From an optimization exercise on the open Yosys and OpenROAD flow, aimed at a short achievable clock period and few clock cycles per item; shortcuts taken in it are not production practice.
Power is estimated from default activity; no workload was simulated.

## the previous run
// wbe_mem_top
module wbe_mem_top #(
    parameter int ADDR_W      = 6,
    parameter int DATA_W      = 32,
    parameter int REQ_DEPTH   = 4,
    parameter int RSP_CREDITS = 2,
    parameter int LANES       = DATA_W / 8
) (
    input  logic              clk,
    input  logic              rst,
    input  logic              req_valid,
    input  logic [ADDR_W-1:0] req_addr,
    input  logic [LANES-1:0]  req_be,
    input  logic [DATA_W-1:0] req_wdata,
    input  logic              rsp_credit,
    output logic              req_credit,
    output logic              rsp_valid,
    output logic [DATA_W-1:0] rsp_rdata
);
    localparam int DEPTH  = 2 ** ADDR_W;
    localparam int GROUPS = 4;
    logic                     s_valid;
    logic [DEPTH-1:0]         s_sel;
    logic [DEPTH*LANES-1:0]   s_we;
    logic [DATA_W-1:0]        s_wdata;
    logic [GROUPS*DATA_W-1:0] part;
    req_credit_fifo #(
        .ADDR_W (ADDR_W),
        .DATA_W (DATA_W)
    ) u_fifo (
        .clk       (clk),
        .rst       (rst),
        .req_valid (req_valid),
        .req_addr  (req_addr),
        .req_be    (req_be),
        .req_wdata (req_wdata),
        .s_valid   (s_valid),
        .s_sel     (s_sel),
        .s_we      (s_we),
        .s_wdata   (s_wdata)
    );
    wbe_sram #(
        .ADDR_W (ADDR_W),
        .DATA_W (DATA_W),
        .GROUPS (GROUPS)
    ) u_sram (
        .clk   (clk),
        .sel   (s_sel),
        .we    (s_we),
        .wdata (s_wdata),
        .part  (part)
    );
    mem_issue_ctrl #(
        .RSP_CREDITS (RSP_CREDITS),
        .DATA_W      (DATA_W),
        .GROUPS      (GROUPS),
        .QDEPTH      (REQ_DEPTH - 1)
    ) u_ctrl (
        .clk        (clk),
        .rst        (rst),
        .s_valid    (s_valid),
        .part       (part),
        .rsp_credit (rsp_credit),
        .req_credit (req_credit),
        .rsp_valid  (rsp_valid),
        .rsp_rdata  (rsp_rdata)
    );
endmodule
Size: roughly 2700 flip-flops, about 90000 sq um of cells after synthesis.
==> flow/config.mk <==
export PLATFORM = sky130hd
export DESIGN_NAME = wbe_mem_top
export DESIGN_NICKNAME = wbe_mem_top
export VERILOG_FILES = /design/flow/design.v
export SDC_FILE = /design/flow/constraint.sdc
export NUM_CORES = 4
export LEC_CHECK = 0
export ABC_CLOCK_PERIOD_IN_PS = 2000
export CAP_MARGIN = 20
export CORE_MARGIN = 2
export CORE_UTILIZATION = 65
export CTS_CLUSTER_DIAMETER = 100
export CTS_CLUSTER_SIZE = 28
export PLACE_DENSITY = 0.75
export SETUP_SLACK_MARGIN = 2.3
export SLEW_MARGIN = 20
==> flow/constraint.sdc <==
create_clock -name core_clock -period 4.3 [get_ports {clk}]
set_input_delay 0.8600 -clock core_clock [delete_from_list [all_inputs] [get_ports {clk}]]
set_output_delay 0.8600 -clock core_clock [all_outputs]
set_load 0.01 [all_outputs]
standard.sh (not shown) runs the stock make flow with config.mk's settings and CLKGATE_MAP_FILE= SYNTH_SCRIPT=/design/flow/synth_recipe.tcl, a recipe that flattens the netlist after the stock synthesis.
==> flow/flow/run.sh <==
#!/bin/bash
# The standard layout, with one step added after placement: each
# flip-flop that drives an output port's buffer is moved next to that
# buffer and the placement legalised again, before clock tree synthesis.
# Each tool keeps its own log under orfs/logs; make's output and the
# added step's output go to the log files named below.
set -euo pipefail
R=orfs/results/$FLOW_PLATFORM/wbe_mem_top/base
bash standard.sh place > make_place.log 2>&1
PULL_DB=$R/3_place.odb PULL_OUT=$R/3_place.odb \
  openroad -no_init -exit flow/pull_out_flops.tcl > pull_out_flops.log 2>&1
bash standard.sh finish > make_finish.log 2>&1
==> flow/flow/pull_out_flops.tcl <==
# Move each flip-flop that drives an output port's buffer next to that
# buffer, then legalise. Reads and writes the placed design given in
# PULL_DB.
read_db $::env(PULL_DB)
set block [ord::get_db_block]
set moved 0
foreach bterm [$block getBTerms] {
  if {[$bterm getIoType] ne "OUTPUT"} { continue }
  set net [$bterm getNet]
  foreach it [$net getITerms] {
    if {![$it isOutputSignal]} { continue }
    set buf [$it getInst]
    foreach bi [$buf getITerms] {
      if {![$bi isInputSignal]} { continue }
      set n2 [$bi getNet]
      if {$n2 eq "NULL"} { continue }
      foreach di [$n2 getITerms] {
        if {![$di isOutputSignal]} { continue }
        set ff [$di getInst]
        if {![$ff isPlaced] || [$ff isFixed]} { continue }
        if {![string match "*df*" [[$ff getMaster] getName]]} { continue }
        lassign [$buf getLocation] bx by
        $ff setLocation $bx $by
        incr moved
        puts "moved [$ff getName] to $bx $by (buffer [$buf getName])"
      }
    }
  }
}
puts "moved $moved flip-flops"
detailed_placement
check_placement -verbose
write_db $::env(PULL_OUT)
Modified inputs, the current run compared to the previous run
==> flow/run.sh (new file) <==
#!/bin/bash
# synth_recipe.tcl (not shown) runs the flow's synth.tcl, then flattens the netlist and writes it again
# the make line also repeats each setting of config.mk as NAME=value (left out here)
make -C /OpenROAD-flow-scripts/flow DESIGN_CONFIG=/design/flow/config.mk WORK_HOME=/design/flow/orfs CLKGATE_MAP_FILE= SYNTH_SCRIPT=/design/flow/synth_recipe.tcl finish
removed: flow/flow/run.sh
removed: flow/flow/pull_out_flops.tcl
removed: flow/standard.sh
Looking at the current run and the previous run, the total number of tap cells is a wash.
Changes observed in the current run relative to the previous run: worst setup slack now sits higher, number of clock buffers in the layout now sits lower.
Worst hold slack in the current run vs the previous run: down 3.4 ps
The current run against the previous run: power density relative to cell area moved down; global-route usage stayed essentially flat.
Compared with the previous run, in the current run power share of the clock group level, routed wire length level.
Function was not checked in any run of this note: the RTL went through the layout flow alone.

## separate check: timing with driven ports
The results above use ideal ports. As a check the final layouts listed here were re-extracted and re-timed, cells and wires unchanged.
Step 1 (the two cells are an assumption about what drives the block):
set clk [get_ports {clk}]
set_driving_cell -lib_cell sky130_fd_sc_hd__clkbuf_16 $clk
set_driving_cell -lib_cell sky130_fd_sc_hd__buf_2 [delete_from_list [all_inputs] $clk]
Step 2, shift: input delay + t, output delay - t, t = (earliest + latest rising clock arrival at the registers) / 2. This alone moves slack from input paths to output paths.
Three values: no drivers, after step 1, after step 2; two values: the first two.
run	shift t [ns]	setup WS [ns]	slew at the worst register clock pin (ns)
the previous run	0.832	2.209 / 2.133 / 1.359	0.11 / 0.11
the current run	0.830	2.214 / 2.137 / 1.407	0.11 / 0.11
After both steps every run listed still meets setup and hold. For the previous run, which loses most, drivers alone change the setup slack by -0.076 ns; drivers and shift together by -0.850 ns.
